Background: an optimization exercise with open tools, aiming at a short achievable clock period and few clock cycles per item. Do not read the settings as production practice.
The RTL was checked by simulation tests, not by an equivalence proof against the original design.
Power is estimated from default activity; no workload was simulated.

`constraint.sdc`:
```
create_clock -name core_clock -period 9.0 [get_ports {CLK}]
set_input_delay 1.8000 -clock core_clock [delete_from_list [all_inputs] [get_ports {CLK}]]
set_output_delay 1.8000 -clock core_clock [all_outputs]
set_load 0.01 [all_outputs]
```
`design.v`:
```
package dcache_pkg;
	localparam int word_width      = 32;
	localparam int num_sets        = 8;
	localparam int idx_width       = 3;
	localparam int tag_width       = 26;
	localparam int words_per_block = 2;
	localparam int flush_frames = 2 * num_sets;
	typedef logic [word_width-1:0] word_t;
	typedef logic [tag_width-1:0]  tag_t;
	typedef logic [idx_width-1:0]  idx_t;
	typedef struct packed {
		tag_t       tag;
		idx_t       idx;
		logic       blkoff;
		logic [1:0] byteoff;
	} dcache_addr_t;
	typedef enum logic [3:0] {
		IDLE,
		WB1,
		WB2,
		FILL1,
		FILL2,
		FLUSH_SCAN,
		FLUSH_WR1,
		FLUSH_WR2,
		HALTED
	} ctrl_state_t;
endpackage
`timescale 1ns/10ps
module dcache (
	input  logic              CLK,
	input  logic              nRST,
	input  logic              dmem_ren,
	input  logic              dmem_wen,
	input  dcache_pkg::word_t dmem_addr,
	input  dcache_pkg::word_t dmem_store,
	output dcache_pkg::word_t dmem_load,
	output logic              dhit,
	input  logic              halt,
	output logic              flushed,
	output logic              mem_ren,
	output logic              mem_wen,
	output dcache_pkg::word_t mem_addr,
	output dcache_pkg::word_t mem_store,
	input  dcache_pkg::word_t mem_load,
	input  logic              mem_wait
);
	localparam int NF = 16;
	dcache_pkg::tag_t  tag_q [NF];
	dcache_pkg::word_t w0_q  [NF];
	dcache_pkg::word_t w1_q  [NF];
	logic [NF-1:0]     valid_q;
	logic [NF-1:0]     dirty_q;
	logic [7:0]        nru_q;       
	logic st_idle, st_hit, st_fix, st_wb1, st_wb2, st_f1, st_f2, st_fw1, st_fw2;
	logic flushed_q, dhit_q, mem_ren_q, mem_wen_q;
	logic [31:2]       maddr_q;
	dcache_pkg::word_t mstore_q;
	dcache_pkg::word_t load_q;
	dcache_pkg::tag_t rq_tag;
	dcache_pkg::idx_t rq_idx;
	logic             rq_blk;
	logic             rq_wr;
	logic             rq_way;
	logic [NF-1:0]    fcur;         
	assign dmem_load = load_q;
	assign dhit      = dhit_q;
	assign flushed   = flushed_q;
	assign mem_ren   = mem_ren_q;
	assign mem_wen   = mem_wen_q;
	assign mem_addr  = {maddr_q, 2'b00};
	assign mem_store = mstore_q;
	dcache_pkg::tag_t  a_tag;
	dcache_pkg::idx_t  a_idx;
	logic              a_blk;
	logic              req_valid;
	logic [7:0]        sdec;
	logic              hit_mru, hit_vic, vdirty;
	dcache_pkg::tag_t  vtag_d;
	dcache_pkg::word_t vw0, ld_mru;
	assign a_tag     = dmem_addr[31:6];
	assign a_idx     = dmem_addr[5:3];
	assign a_blk     = dmem_addr[2];
	assign req_valid = dmem_ren || dmem_wen;
	dcache_pkg::tag_t  v_tag [8];
	dcache_pkg::tag_t  m_tag [8];
	dcache_pkg::tag_t  v_tagd [8];    
	dcache_pkg::word_t v_w0 [8];
	dcache_pkg::word_t mru_w0 [8];
	dcache_pkg::word_t mru_w1 [8];
	logic [7:0]        v_val, m_val, v_dv, v_match, m_match;
	always_comb begin
		for (int s = 0; s < 8; s++) begin
			v_tag[s]  = nru_q[s] ? tag_q[8 + s] : tag_q[s];
			m_tag[s]  = nru_q[s] ? tag_q[s] : tag_q[8 + s];
			v_val[s]  = nru_q[s] ? valid_q[8 + s] : valid_q[s];
			m_val[s]  = nru_q[s] ? valid_q[s] : valid_q[8 + s];
			v_dv[s]   = nru_q[s] ? (valid_q[8 + s] && dirty_q[8 + s]) : (valid_q[s] && dirty_q[s]);
			v_tagd[s] = v_dv[s] ? v_tag[s] : '0;
			v_w0[s]   = nru_q[s] ? w0_q[8 + s] : w0_q[s];
			mru_w0[s] = nru_q[s] ? w0_q[s] : w0_q[8 + s];
			mru_w1[s] = nru_q[s] ? w1_q[s] : w1_q[8 + s];
			m_match[s] = m_val[s] && (m_tag[s] == a_tag);
			v_match[s] = v_val[s] && (v_tag[s] == a_tag);
		end
		sdec = 8'b1 << a_idx;
	end
	assign hit_mru = |(m_match & sdec);
	assign hit_vic = |(v_match & sdec);
	assign vdirty  = v_dv[a_idx];
	assign vtag_d  = v_tagd[a_idx];
	assign vw0     = v_w0[a_idx];
	assign ld_mru = a_blk ? mru_w1[a_idx] : mru_w0[a_idx];
	logic [NF-1:0]     dv;
	logic [NF-1:0]     pick;
	logic              any_dv;
	dcache_pkg::tag_t  f_tag;
	dcache_pkg::idx_t  f_set;
	dcache_pkg::word_t f_w0, c_w1;
	logic              seen;
	assign dv     = valid_q & dirty_q;
	assign any_dv = |dv;
	always_comb begin
		seen  = 1'b0;
		f_tag = '0;
		f_set = '0;
		f_w0  = '0;
		c_w1  = '0;
		for (int e = 0; e < NF; e++) begin
			pick[e] = dv[e] && !seen;
			seen    = seen || dv[e];
			if (pick[e]) begin
				f_tag = f_tag | tag_q[e];
				f_set = f_set | 3'(e);
				f_w0  = f_w0 | w0_q[e];
			end
			if (fcur[e]) begin
				c_w1 = c_w1 | w1_q[e];
			end
		end
	end
	logic [NF-1:0] sel;
	always_comb begin
		for (int e = 0; e < NF; e++) begin
			sel[e] = (rq_way == e[3]) && (rq_idx == e[2:0]);
		end
	end
	for (genvar e = 0; e < NF; e++) begin : g_frame
		always_ff @(posedge CLK) begin
			if (sel[e] && (st_f1 || (st_hit && rq_wr && !rq_blk))) begin
				w0_q[e] <= st_f1 ? mem_load : dmem_store;
			end
			if (sel[e] && (st_f2 || (st_hit && rq_wr && rq_blk))) begin
				w1_q[e] <= st_f2 ? mem_load : dmem_store;
			end
			if (sel[e] && st_f1) begin
				tag_q[e] <= rq_tag;
			end
		end
		always_ff @(posedge CLK, negedge nRST) begin
			if (!nRST) begin
				valid_q[e] <= 1'b0;
				dirty_q[e] <= 1'b0;
			end else begin
				if (sel[e] && st_f1) begin
					valid_q[e] <= 1'b1;
					dirty_q[e] <= 1'b0;
				end
				if (sel[e] && st_hit && rq_wr) begin
					dirty_q[e] <= 1'b1;
				end
				if (fcur[e] && st_fw1) begin
					dirty_q[e] <= 1'b0;
				end
			end
		end
	end
	always_ff @(posedge CLK, negedge nRST) begin
		if (!nRST) begin
			nru_q <= '0;
		end else if (st_hit) begin
			nru_q[rq_idx] <= !rq_way;
		end
	end
	always_ff @(posedge CLK) begin
		if (st_idle) begin
			rq_tag <= a_tag;
			rq_idx <= a_idx;
			rq_blk <= a_blk;
			rq_wr  <= dmem_wen;
			rq_way <= nru_q[a_idx] ^ hit_mru;
		end
	end
	always_ff @(posedge CLK) begin
		if (st_fix) begin
			load_q <= rq_blk ? w1_q[{rq_way, rq_idx}] : w0_q[{rq_way, rq_idx}];
		end else if (st_f1 || (st_f2 && rq_blk)) begin
			load_q <= mem_load;
		end else if (st_f2) begin
			load_q <= w0_q[{rq_way, rq_idx}];
		end else begin
			load_q <= ld_mru;
		end
	end
	always_ff @(posedge CLK) begin
		if (st_idle) begin
			if (halt) begin
				maddr_q  <= {f_tag, f_set, 1'b0};
				mstore_q <= f_w0;
				fcur     <= pick;
			end else begin
				maddr_q  <= {vtag_d | (a_tag & {dcache_pkg::tag_width{!vdirty}}), a_idx, 1'b0};
				mstore_q <= vw0;
			end
		end else if (!mem_wait) begin
			if (st_wb1) begin
				maddr_q[2] <= 1'b1;
				mstore_q   <= w1_q[{rq_way, rq_idx}];
			end
			if (st_wb2) begin
				maddr_q <= {rq_tag, rq_idx, 1'b0};
			end
			if (st_f1 || st_fw1) begin
				maddr_q[2] <= 1'b1;
			end
			if (st_fw1) begin
				mstore_q <= c_w1;
			end
			if (st_fw2) begin
				maddr_q  <= {f_tag, f_set, 1'b0};
				mstore_q <= f_w0;
				fcur     <= pick;
			end
		end
	end
	always_ff @(posedge CLK, negedge nRST) begin
		if (!nRST) begin
			st_idle   <= 1'b1;
			st_hit    <= 1'b0;
			st_fix    <= 1'b0;
			st_wb1    <= 1'b0;
			st_wb2    <= 1'b0;
			st_f1     <= 1'b0;
			st_f2     <= 1'b0;
			st_fw1    <= 1'b0;
			st_fw2    <= 1'b0;
			flushed_q <= 1'b0;
			dhit_q    <= 1'b0;
			mem_ren_q <= 1'b0;
			mem_wen_q <= 1'b0;
		end else begin
			if (st_idle) begin
				if (halt) begin
					st_idle <= 1'b0;
					if (any_dv) begin
						mem_wen_q <= 1'b1;
						st_fw1    <= 1'b1;
					end else begin
						flushed_q <= 1'b1;
					end
				end else if (req_valid) begin
					st_idle <= 1'b0;
					if (hit_mru || (hit_vic && dmem_wen)) begin
						dhit_q <= 1'b1;
						st_hit <= 1'b1;
					end else if (hit_vic) begin
						st_fix <= 1'b1;
					end else if (vdirty) begin
						mem_wen_q <= 1'b1;
						st_wb1    <= 1'b1;
					end else begin
						mem_ren_q <= 1'b1;
						st_f1     <= 1'b1;
					end
				end
			end
			if (st_fix) begin
				st_fix <= 1'b0;
				dhit_q <= 1'b1;
				st_hit <= 1'b1;
			end
			if (st_hit) begin
				dhit_q  <= 1'b0;
				st_hit  <= 1'b0;
				st_idle <= 1'b1;
			end
			if (!mem_wait) begin
				if (st_wb1) begin
					st_wb1 <= 1'b0;
					st_wb2 <= 1'b1;
				end
				if (st_wb2) begin
					st_wb2    <= 1'b0;
					mem_wen_q <= 1'b0;
					mem_ren_q <= 1'b1;
					st_f1     <= 1'b1;
				end
				if (st_f1) begin
					st_f1 <= 1'b0;
					st_f2 <= 1'b1;
				end
				if (st_f2) begin
					st_f2     <= 1'b0;
					mem_ren_q <= 1'b0;
					dhit_q    <= 1'b1;
					st_hit    <= 1'b1;
				end
				if (st_fw1) begin
					st_fw1 <= 1'b0;
					st_fw2 <= 1'b1;
				end
				if (st_fw2) begin
					st_fw2 <= 1'b0;
					if (any_dv) begin
						st_fw1 <= 1'b1;
					end else begin
						mem_wen_q <= 1'b0;
						flushed_q <= 1'b1;
					end
				end
			end
		end
	end
endmodule
```
`flow/run.sh`:
```
#!/bin/bash
set -euo pipefail
bash standard.sh SETUP_SLACK_MARGIN=6.3 finish > flow_make.log 2>&1
```
`config.mk`:
```
export PLATFORM = sky130hd
export DESIGN_NAME = dcache
export DESIGN_NICKNAME = dcache
export VERILOG_FILES = /design/flow/design.v
export SDC_FILE = /design/flow/constraint.sdc
export NUM_CORES = 4
export LEC_CHECK = 0
export CAP_MARGIN = 20
export CORE_MARGIN = 2
export CORE_UTILIZATION = 30
export SLEW_MARGIN = 20
```
`standard.sh`:
```
#!/bin/bash
# synth_recipe.tcl (not shown) runs the flow's synth.tcl, then flattens the netlist and writes it again
# the make line also repeats each setting of config.mk as NAME=value (left out here)
make -C /OpenROAD-flow-scripts/flow DESIGN_CONFIG=/design/flow/config.mk WORK_HOME=/design/flow/orfs CLKGATE_MAP_FILE= SYNTH_SCRIPT=/design/flow/synth_recipe.tcl "${@:-finish}"
```
==> impl_metrics.prom, run 1 <==
# TYPE chip_impl_metric gauge
chip_impl_metric{name="drc_errors",unit=""} 0
chip_impl_metric{name="h-tree-depth",unit=""} 4
chip_impl_metric{name="peakVddDrop",unit="mV"} 0.269
chip_impl_info{name="hold_path_startpoint",value="fcur[12]"} 1
chip_impl_metric{name="synth.yosys.seq_area_share",unit=""} 0.538
chip_impl_metric{name="num-nets-final",unit=""} 8429
chip_impl_metric{name="share_of_cells_above_drive_strength_1",unit=""} 0.346
chip_impl_metric{name="io_pins",unit=""} 202
chip_impl_info{name="synthFlopType",value="sky130_fd_sc_hd__edfxtp_1"} 1
chip_impl_metric{name="die_y",unit="um"} 552
chip_impl_metric{name="track_usage",unit=""} 0.384
chip_impl_metric{name="die_w",unit="um"} 552
chip_impl_metric{name="r2r_slack",unit="ps"} 4930
chip_impl_metric{name="fmaxAchievable",unit="GHz"} 0.231
chip_impl_metric{name="floorplan.initialDensity",unit=""} 0.301
chip_impl_metric{name="power_switching",unit="W"} 0.0168
chip_impl_metric{name="rr_worst_depth",unit=""} 11
chip_impl_metric{name="worst_skew_pair.late_latency",unit="ps"} 990
chip_impl_metric{name="timing.final.setup_violations",unit=""} 0
chip_impl_metric{name="compound_gate_fraction_of_synth_area",unit=""} 0.172
chip_impl_metric{name="combined_area_of_all_synthesized_cells",unit="mm2"} 0.0901
chip_impl_metric{name="worst-endpoint-arrival",unit="ps"} 5140
chip_impl_metric{name="max_slew_margin",unit=""} -0.125
chip_impl_metric{name="die-area",unit="mm2"} 0.305
chip_impl_info{name="ys_top_cells_by_area",value="sky130_fd_sc_hd__edfxtp_1, sky130_fd_sc_hd__mux2i_1, sky130_fd_sc_hd__xnor2_1, sky130_fd_sc_hd__a22oi_1, sky130_fd_sc_hd__o22ai_1"} 1
chip_impl_metric{name="power.share.sequential",unit=""} 0.269
chip_impl_info{name="unrepaired_setup_endpoints_after_global_routing",value="true"} 1
chip_impl_info{name="critPathKind",value="in2reg"} 1
chip_impl_metric{name="overflow",unit=""} 0
chip_impl_metric{name="power_density",unit="mW/mm2"} 297
chip_impl_metric{name="hold_path_depth",unit=""} 1
chip_impl_info{name="crit-reg2reg-launch",value="nru_q[3]"} 1
chip_impl_metric{name="grt_start_max_net_pins",unit=""} 66
chip_impl_info{name="yosys.area.top_type",value="sky130_fd_sc_hd__edfxtp_1"} 1
chip_impl_info{name="hold_path_end",value="dirty_q[12]"} 1
chip_impl_metric{name="synth-simple-area-share",unit=""} 0.0825
chip_impl_metric{name="numPlacedInstances",unit=""} 11211
chip_impl_metric{name="first_pass_iters",unit=""} 17
chip_impl_metric{name="comb_power_share",unit=""} 0.513
chip_impl_info{name="cp-end-kind",value="flip-flop"} 1
chip_impl_metric{name="internal_power",unit="W"} 0.0214
chip_impl_metric{name="timing.critical_path.fanout_max",unit=""} 4
chip_impl_metric{name="synth_top_area_share",unit=""} 0.516
chip_impl_metric{name="antenna_found_initial",unit=""} 58
chip_impl_metric{name="core_area",unit="mm2"} 0.299
chip_impl_metric{name="place_hpwl",unit="um"} 326000
chip_impl_info{name="violated_checks",value="capacitance limit, slew limit"} 1
chip_impl_metric{name="cts.path.max_buffers",unit=""} 4
chip_impl_metric{name="final.hold.worst_slack",unit="ps"} 482
chip_impl_metric{name="grt_pass1_wl",unit="um"} 794000
chip_impl_metric{name="clkTransAtPathRegs",unit="ps"} 60
chip_impl_metric{name="ys_ff_latch",unit=""} 1635
chip_impl_metric{name="synthXorXnorAreaFrac",unit=""} 0.0405
chip_impl_metric{name="cp.required",unit="ps"} 9800
chip_impl_metric{name="final.period_utilization",unit=""} 0.482
chip_impl_metric{name="gp_congestion",unit=""} 1.07
chip_impl_metric{name="cts_made_buffers",unit=""} 195
chip_impl_info{name="path_category_of_the_worst_min_delay_check",value="reg2reg"} 1
chip_impl_metric{name="routed-via-count",unit=""} 92547
chip_impl_metric{name="first_global_vias",unit=""} 83451
chip_impl_metric{name="static_leakage_power",unit="nW"} 42.1
chip_impl_metric{name="synth-edff-count",unit=""} 1549
chip_impl_metric{name="netlist_instances",unit=""} 7467
chip_impl_metric{name="rows",unit=""} 201
chip_impl_metric{name="power.clock.fraction",unit=""} 0.217
chip_impl_metric{name="synth_mux_area_frac",unit=""} 0.134
chip_impl_metric{name="clock_skew",unit="ps"} 128
chip_impl_metric{name="max-cap-violations",unit=""} 1
chip_impl_info{name="largest_family_of_logic_cells_by_synthesized_area",value="compound AO/OA/AOI/OAI gates"} 1
chip_impl_metric{name="area_growth",unit="%"} 42.6
chip_impl_metric{name="tightestPinTransition",unit="ps"} 1670
chip_impl_metric{name="tns",unit="ps"} 0
chip_impl_metric{name="final_cells",unit=""} 12490
chip_impl_info{name="synthMostInstantiatedCell",value="sky130_fd_sc_hd__edfxtp_1"} 1
chip_impl_metric{name="postSynth.asyncResetShare",unit=""} 0.0324
chip_impl_info{name="timing.critical_path.from_type",value="primary input"} 1
chip_impl_metric{name="ys_warn_count",unit=""} 10
chip_impl_info{name="ys_top_cells_by_count",value="sky130_fd_sc_hd__edfxtp_1, sky130_fd_sc_hd__mux2i_1, sky130_fd_sc_hd__a22oi_1, sky130_fd_sc_hd__clkbuf_1, sky130_fd_sc_hd__xnor2_1"} 1
chip_impl_metric{name="fin_crit",unit="ps"} 4330
chip_impl_metric{name="port-buffer-count",unit=""} 197
chip_impl_metric{name="cts_sinks",unit=""} 1635
chip_impl_metric{name="detail_route.wirelength",unit="um"} 625000
chip_impl_info{name="regToRegEndpoint",value="load_q[2]"} 1
chip_impl_info{name="outcome",value="failed layout checks"} 1
chip_impl_metric{name="report.final.slew_viol_count",unit=""} 2
chip_impl_metric{name="switching_share",unit=""} 0.440
chip_impl_info{name="clockRootBuffer",value="sky130_fd_sc_hd__clkbuf_16"} 1
chip_impl_info{name="cts_tree",value="done"} 1
chip_impl_metric{name="detail_route.vias_per_cell",unit=""} 7.41
chip_impl_metric{name="synth.lib_cells_used.distinct",unit=""} 61
chip_impl_metric{name="adder_and_majority_gate_portion_of_the_synthesized_area",unit=""} 0.000833
chip_impl_metric{name="drt.antenna.violating_nets",unit=""} 0
chip_impl_metric{name="routedWlPerCell",unit="um"} 50.1
chip_impl_metric{name="finalHoldViolations",unit=""} 0
chip_impl_metric{name="detailedRoute.firstIterationViolations",unit=""} 21508
chip_impl_metric{name="syn-mean-instance-area",unit="um2"} 12.1
## critical path, stage by stage
cell,delay (ps)
sky130_fd_sc_hd__buf_12,110
sky130_fd_sc_hd__buf_12,130
sky130_fd_sc_hd__buf_12,120
sky130_fd_sc_hd__buf_8,120
sky130_fd_sc_hd__nand2_8,90
sky130_fd_sc_hd__or2_4,190
sky130_fd_sc_hd__buf_6,120
sky130_fd_sc_hd__buf_12,120
sky130_fd_sc_hd__buf_6,100
sky130_fd_sc_hd__buf_12,90
sky130_fd_sc_hd__o22ai_4,70
sky130_fd_sc_hd__nor4_4,1390
sky130_fd_sc_hd__a21oi_2,30
sky130_fd_sc_hd__a21oi_2,320
sky130_fd_sc_hd__o21ai_1,110
sky130_fd_sc_hd__a211oi_2,160
sky130_fd_sc_hd__a21oi_1,60
## stage by stage
| stage | cell area (um2) | power (W) | setup WS [ps] | utilization |
|---|---|---|---|---|
| 2_1_floorplan | 93400 | 0.0176 | 5470 | - |
| 3_3_place_gp | 98500 | 0.0236 | 2640 | 0.329 |
| 3_5_place_dp | 98600 | 0.0236 | 2630 | 0.330 |
| 4_1_cts | 124000 | 0.0358 | 5420 | 0.414 |
| 5_1_grt | 128000 | 0.0381 | 4780 | 0.429 |
| 6_report | 129000 | 0.0382 | 4670 | 0.429 |
## worst max-delay path by stage
stage | start | endpoint | slack, ps | depth (start not counted)
final | dmem_addr[4] | load_q[2] | 4670 | 17
after global routing | dmem_addr[4] | load_q[2] | 4780 | 17
after floorplan | dmem_addr[12] | st_wb1 | 5470 | 10
after global placement | dmem_addr[3] | load_q[4] | 2640 | 10
after CTS | rq_idx[0] | mstore_q[1] | 5420 | 10
after detailed placement | dmem_addr[3] | maddr_q[28] | 2630 | 8
## cell families (layout without fill, tap and decap cells)
group / Yosys count / count (layout)
xor gates and xnor gates: 417 / 417
AOI/OAI and AO/OA: 2066 / 2066
muxes: 1155 / 1155
DFF: 1635 / 1635
other: 1 / 52
buffers and inverters: 725 / 1714
and+or+nand+nor: 1462 / 1487
adders and majority gates: 6 / 6
## routing by layer
metal | track usage | routed length, um
met2 | 0.536 | 244000
met1 | 0.426 | 196000
met5 | 0.0175 | 1130
met3 | 0.192 | 106000
met4 | 0.347 | 78700
## final cells by class
cell class | count | area (um2)
inverters | 49 | 236
fillers | 26507 | 171000
repair buffers | 1305 | 17200
flip-flops and latches | 1635 | 48600
multi-input cells | 5133 | 50900
clock buffers | 228 | 5050
clock inverters | 130 | 1420
repair inverters | 2 | 15.0
diodes | 50 | 125
well taps | 3958 | 4950
## what timing repair did
item | CTS | global route
cloned | 121 | 21
hold buffers | 0 | 0
pin swaps | 342 | 288
gates resized for setup | 2368 | 415
setup endpoints to repair | 1771 | 693
buffers inserted | 538 | 187
## state kept, by name (all words and copies together), names as in the netlist, 3 cells and up
signal,flops
load_q,32
maddr_q,30
tag_q,416
dirty_q,16
w0_q,512
mstore_q,32
rq_tag,26
fcur,16
w1_q,512
valid_q,16
nru_q,8
rq_idx,3
## layout by cell type, fill, tap and decap left out, types with 170 or more instances in the layout
master and instances:
sky130_fd_sc_hd__nand3_1 185, sky130_fd_sc_hd__buf_12 228, sky130_fd_sc_hd__buf_4 540, sky130_fd_sc_hd__edfxtp_1 1549, sky130_fd_sc_hd__buf_6 184, sky130_fd_sc_hd__nor4_1 170
sky130_fd_sc_hd__o22ai_1 259, sky130_fd_sc_hd__xnor2_4 209, sky130_fd_sc_hd__nand2_1 381, sky130_fd_sc_hd__mux2i_1 988, sky130_fd_sc_hd__a221oi_1 184, sky130_fd_sc_hd__a22oi_1 449
sky130_fd_sc_hd__clkbuf_16 217
## power groups by stage
stage	Combinational (W)	Sequential, W	Clock, W
after CTS	0.0174	0.0102	0.00823
after global routing	0.0193	0.0103	0.00853
after global placement	0.0131	0.0105	0
after detailed placement	0.0131	0.0105	0
after floorplan	0.00762	0.00997	0
final	0.0196	0.0103	0.00831
Testbench counts, summed over its fixed seeds: cycles 14,531, requests 3,200.
==> run 2: changes to the inputs <==
==> run.sh (new file) <==
#!/bin/bash
# synth_recipe.tcl (not shown) runs the flow's synth.tcl, then flattens the netlist and writes it again
# the make line also repeats each setting of config.mk as NAME=value (left out here)
make -C /OpenROAD-flow-scripts/flow DESIGN_CONFIG=/design/flow/config.mk WORK_HOME=/design/flow/orfs CLKGATE_MAP_FILE= SYNTH_SCRIPT=/design/flow/synth_recipe.tcl finish
--- a/config.mk
+++ b/config.mk
@@ -9,3 +9,4 @@
 export CORE_MARGIN = 2
-export CORE_UTILIZATION = 30
+export CORE_UTILIZATION = 35
+export SETUP_SLACK_MARGIN = 3
 export SLEW_MARGIN = 20
removed: flow/run.sh
removed: standard.sh
==> run 2 against run 1 <==
- the run now finishes clean
- wire length shrank 16%
- critical path depth shrank 6
- sequential share of layout area grew 9.3 points
- cell count shrank 12%
- synthesized area is the same
- clock skew shrank 60 ps
- fmax shrank 28%
- sequential cell count is the same
- die area shrank 14%
- sequential power is essentially flat
- first-iteration DRC count shrank 16%
- non-clock buffer count shrank 823
- critical path type unchanged
==> impl_metrics.prom, run 2 <==
# TYPE chip_impl_metric gauge
chip_impl_info{name="biggestRegsByFlops",value="w0_q x512, w1_q x512, tag_q x416"} 1
chip_impl_metric{name="final.period_utilization",unit=""} 0.665
chip_impl_metric{name="static_leakage_power",unit="nW"} 31.5
chip_impl_metric{name="detailedRoute.firstIterationViolations",unit=""} 18106
chip_impl_metric{name="cts_setup_buffers",unit=""} 0
chip_impl_metric{name="io_pins",unit=""} 202
chip_impl_metric{name="drc_errors",unit=""} 0
chip_impl_metric{name="peakVddDrop",unit="mV"} 0.278
chip_impl_info{name="synthFlopType",value="sky130_fd_sc_hd__edfxtp_1"} 1
chip_impl_info{name="ys_top_cells_by_area",value="sky130_fd_sc_hd__edfxtp_1, sky130_fd_sc_hd__mux2i_1, sky130_fd_sc_hd__xnor2_1, sky130_fd_sc_hd__a22oi_1, sky130_fd_sc_hd__o22ai_1"} 1
chip_impl_metric{name="h-tree-depth",unit=""} 4
chip_impl_metric{name="grt_start_max_net_pins",unit=""} 75
chip_impl_metric{name="ys_warn_count",unit=""} 10
chip_impl_metric{name="design_power_total",unit="W"} 0.0318
chip_impl_metric{name="overflow",unit=""} 0
chip_impl_metric{name="max_slew_margin",unit=""} 0.0965
chip_impl_metric{name="rows",unit=""} 186
chip_impl_metric{name="detail_route.vias_per_cell",unit=""} 7.56
chip_impl_info{name="clockRootBuffer",value="sky130_fd_sc_hd__clkbuf_16"} 1
chip_impl_metric{name="comb_power_share",unit=""} 0.429
chip_impl_metric{name="power.share.sequential",unit=""} 0.325
chip_impl_metric{name="final.hold.worst_slack",unit="ps"} 453
chip_impl_metric{name="num-nets-final",unit=""} 7567
chip_impl_metric{name="core_area",unit="mm2"} 0.256
chip_impl_metric{name="cts-resized-gates",unit=""} 0
chip_impl_metric{name="track_usage",unit=""} 0.385
chip_impl_metric{name="cts.path.max_buffers",unit=""} 3
chip_impl_metric{name="cp.required",unit="ps"} 9780
chip_impl_metric{name="worst_skew_pair.late_latency",unit="ps"} 890
chip_impl_info{name="layout.cells.most_common_list",value="sky130_fd_sc_hd__edfxtp_1, sky130_fd_sc_hd__mux2i_1, sky130_fd_sc_hd__a22oi_1, sky130_fd_sc_hd__xnor2_1, sky130_fd_sc_hd__nand2_1"} 1
chip_impl_metric{name="hold_path_depth",unit=""} 1
chip_impl_metric{name="postSynth.asyncResetShare",unit=""} 0.0324
chip_impl_metric{name="detail_route.wirelength",unit="um"} 525000
chip_impl_metric{name="power_switching",unit="W"} 0.0136
chip_impl_metric{name="clkTransAtPathRegs",unit="ps"} 60
chip_impl_metric{name="power_density",unit="mW/mm2"} 309
chip_impl_metric{name="area_growth",unit="%"} 14.2
chip_impl_metric{name="synth_top_area_share",unit=""} 0.516
chip_impl_metric{name="internal_power",unit="W"} 0.0182
chip_impl_info{name="critPathKind",value="in2reg"} 1
chip_impl_metric{name="cts_made_buffers",unit=""} 183
chip_impl_metric{name="combined_area_of_all_synthesized_cells",unit="mm2"} 0.0901
chip_impl_info{name="synthMostInstantiatedCell",value="sky130_fd_sc_hd__edfxtp_1"} 1
chip_impl_metric{name="final_util",unit=""} 0.401
chip_impl_metric{name="fin_crit",unit="ps"} 5990
chip_impl_metric{name="worst-endpoint-arrival",unit="ps"} 6770
chip_impl_metric{name="report.final.slew_viol_count",unit=""} 0
chip_impl_info{name="unrepaired_setup_endpoints_after_global_routing",value="false"} 1
chip_impl_metric{name="synth.yosys.seq_area_share",unit=""} 0.538
chip_impl_metric{name="syn-mean-instance-area",unit="um2"} 12.1
chip_impl_metric{name="place_ws",unit="ps"} 2330
chip_impl_metric{name="place_hpwl",unit="um"} 315000
chip_impl_metric{name="tightestPinTransition",unit="ps"} 1350
chip_impl_metric{name="fillCellCount",unit=""} 24133
chip_impl_metric{name="grt_pass1_wl",unit="um"} 690000
chip_impl_metric{name="share_of_cells_above_drive_strength_1",unit=""} 0.105
chip_impl_metric{name="antenna_found_initial",unit=""} 54
chip_impl_metric{name="routed-via-count",unit=""} 83458
chip_impl_info{name="ys_top_cells_by_count",value="sky130_fd_sc_hd__edfxtp_1, sky130_fd_sc_hd__mux2i_1, sky130_fd_sc_hd__a22oi_1, sky130_fd_sc_hd__clkbuf_1, sky130_fd_sc_hd__xnor2_1"} 1
chip_impl_metric{name="timing.final.setup_violations",unit=""} 0
chip_impl_metric{name="first_global_vias",unit=""} 77844
chip_impl_info{name="outcome",value="complete, no violations"} 1
chip_impl_metric{name="drt.antenna.violating_nets",unit=""} 0
chip_impl_metric{name="routedWlPerCell",unit="um"} 47.6
chip_impl_metric{name="die_w",unit="um"} 511
chip_impl_info{name="path_category_of_the_worst_min_delay_check",value="reg2reg"} 1
chip_impl_metric{name="tns",unit="ps"} 0
chip_impl_metric{name="switching_share",unit=""} 0.427
chip_impl_metric{name="rr_worst_depth",unit=""} 10
chip_impl_info{name="yosys.area.top_type",value="sky130_fd_sc_hd__edfxtp_1"} 1
chip_impl_metric{name="die_y",unit="um"} 511
chip_impl_metric{name="multiInputGateArea",unit="mm2"} 0.0393
chip_impl_metric{name="synth-edff-count",unit=""} 1549
chip_impl_metric{name="die-area",unit="mm2"} 0.262
chip_impl_metric{name="ys_ff_latch",unit=""} 1635
chip_impl_metric{name="first_pass_iters",unit=""} 14
chip_impl_metric{name="cts_sinks",unit=""} 1635
chip_impl_metric{name="gp_congestion",unit=""} 1.05
chip_impl_info{name="cp-end-kind",value="flip-flop"} 1
chip_impl_metric{name="fmaxAchievable",unit="GHz"} 0.167
chip_impl_info{name="final_common_cell",value="sky130_fd_sc_hd__edfxtp_1"} 1
chip_impl_metric{name="floorplan.initialDensity",unit=""} 0.351
chip_impl_metric{name="final_critical_path_setup_slack",unit="ps"} 3010
chip_impl_metric{name="timing.critical_path.fanout_max",unit=""} 28
chip_impl_metric{name="netlist_instances",unit=""} 7467
chip_impl_metric{name="postCtsHoldBufs",unit=""} 0
chip_impl_metric{name="layout.area.seq",unit="mm2"} 0.0486
chip_impl_metric{name="synth.lib_cells_used.distinct",unit=""} 61
chip_impl_metric{name="clock_skew",unit="ps"} 67.5
chip_impl_metric{name="port-buffer-count",unit=""} 197
chip_impl_info{name="timing.critical_path.from_type",value="primary input"} 1
chip_impl_metric{name="finalHoldViolations",unit=""} 0
chip_impl_metric{name="max-cap-violations",unit=""} 0
chip_impl_info{name="cts_tree",value="done"} 1
chip_impl_metric{name="power.clock.fraction",unit=""} 0.246
## run 2: changes by cell type in the layout (fill, tap and decap cells not counted), sizes merged, moves of 7 or more
cell,delta
buf,-861
bufbuf,-49
clkbuf,-34
clkdlybuf4s50,+113
clkinvlp,-14
diode,-7
nand2,-10
## run 2: cell type report
type,instances,share of cell area
inverter,49,0.00180
multi-input combinational,5108,0.382
clock buffer,216,0.0464
tap,3384,0.0411
timing repair buffer,482,0.0420
antenna,43,0.00105
clock inverter,123,0.0134
sequential,1635,0.472
## run 2: metal layers
layer  vias to the layer above  part of all wire  global-route usage
met2                      9393              0.42               0.556
li1                      30612                 -                   -
met5                         -           0.00039             0.00128
met1                     40440              0.33               0.447
met3                      2983              0.15               0.150
met4                        30              0.10               0.323
## run 2: power by group through the flow
stage	logic (W)	registers [W]	clock network (W)
6_report	0.0137	0.0103	0.00783
5_1_grt	0.0136	0.0103	0.00811
4_1_cts	0.0128	0.0103	0.00783
3_5_place_dp	0.0128	0.0104	0
3_3_place_gp	0.0128	0.0104	0
2_1_floorplan	0.00726	0.00999	0
## run 2: cell families (layout without fill, tap and decap cells)
group	Yosys count	after routing	synth area share
compound gates	2066	2066	0.172
mux	1155	1155	0.134
simple gates	1462	1462	0.0825
buf+inv	725	870	0.0325
flops	1635	1635	0.538
other cells	1	45	0.0000416
xor+xnor	417	417	0.0405
fa+ha+maj	6	6	0.000833
## run 2: stage by stage
stage	instances	cell area (um2)
after floorplan	7468	90100
after global placement	10653	96500
after detailed placement	10656	96500
after CTS	10995	103000
after global routing	11016	103000
final	11040	103000
## run 2: worst paths after layout
path	start	end	slack, ps
worst max-delay path	dmem_addr[4]	st_wb1	3010
worst min-delay path	fcur[7]	dirty_q[7]	450
worst max register to register	nru_q[6]	st_wb1	3520
worst min register to register	fcur[7]	dirty_q[7]	450
max in group asynchronous	nRST	st_fix	7320
min in group asynchronous	nRST	flushed_q	1050
## run 2: worst max-delay path: stages
cell                              delay (ps)
sky130_fd_sc_hd__clkdlybuf4s50_1         720
sky130_fd_sc_hd__nand2_4                 610
sky130_fd_sc_hd__buf_4                   710
sky130_fd_sc_hd__or3_1                   420
sky130_fd_sc_hd__nor4_1                   80
sky130_fd_sc_hd__nand4_1                 180
sky130_fd_sc_hd__o22ai_1                 220
sky130_fd_sc_hd__nor4_2                  980
sky130_fd_sc_hd__nand2_1                 260
sky130_fd_sc_hd__or4_1                   500
sky130_fd_sc_hd__o21ai_0                 160

re-timing with driven ports:
How much do the figures lean on ideal ports? The routed layouts below were timed once more, with nothing changed but the port constraints.
Step 1 assumes that a clkbuf_16 drives the clock port and a buf_2 every other input.
Step 2 times the ports against the registers' clock, not the clock port: input delays grow and output delays shrink by t, the midpoint of the rising clock arrivals with the driver on.
Slacks: ideal / step 1 / step 2; pairs: ideal / step 1.
run	t, ns	setup slack, ns	worst setup path at the end	cell pins on the clock port's net
run 1	1.022	4.665 / 4.715 / 3.692	input to register	1
run 2	0.969	3.011 / 3.086 / 2.117	input to register	1
The setup slack of run 1, which loses most, moves by +0.050 ns with the drivers and by -0.973 ns with both steps.
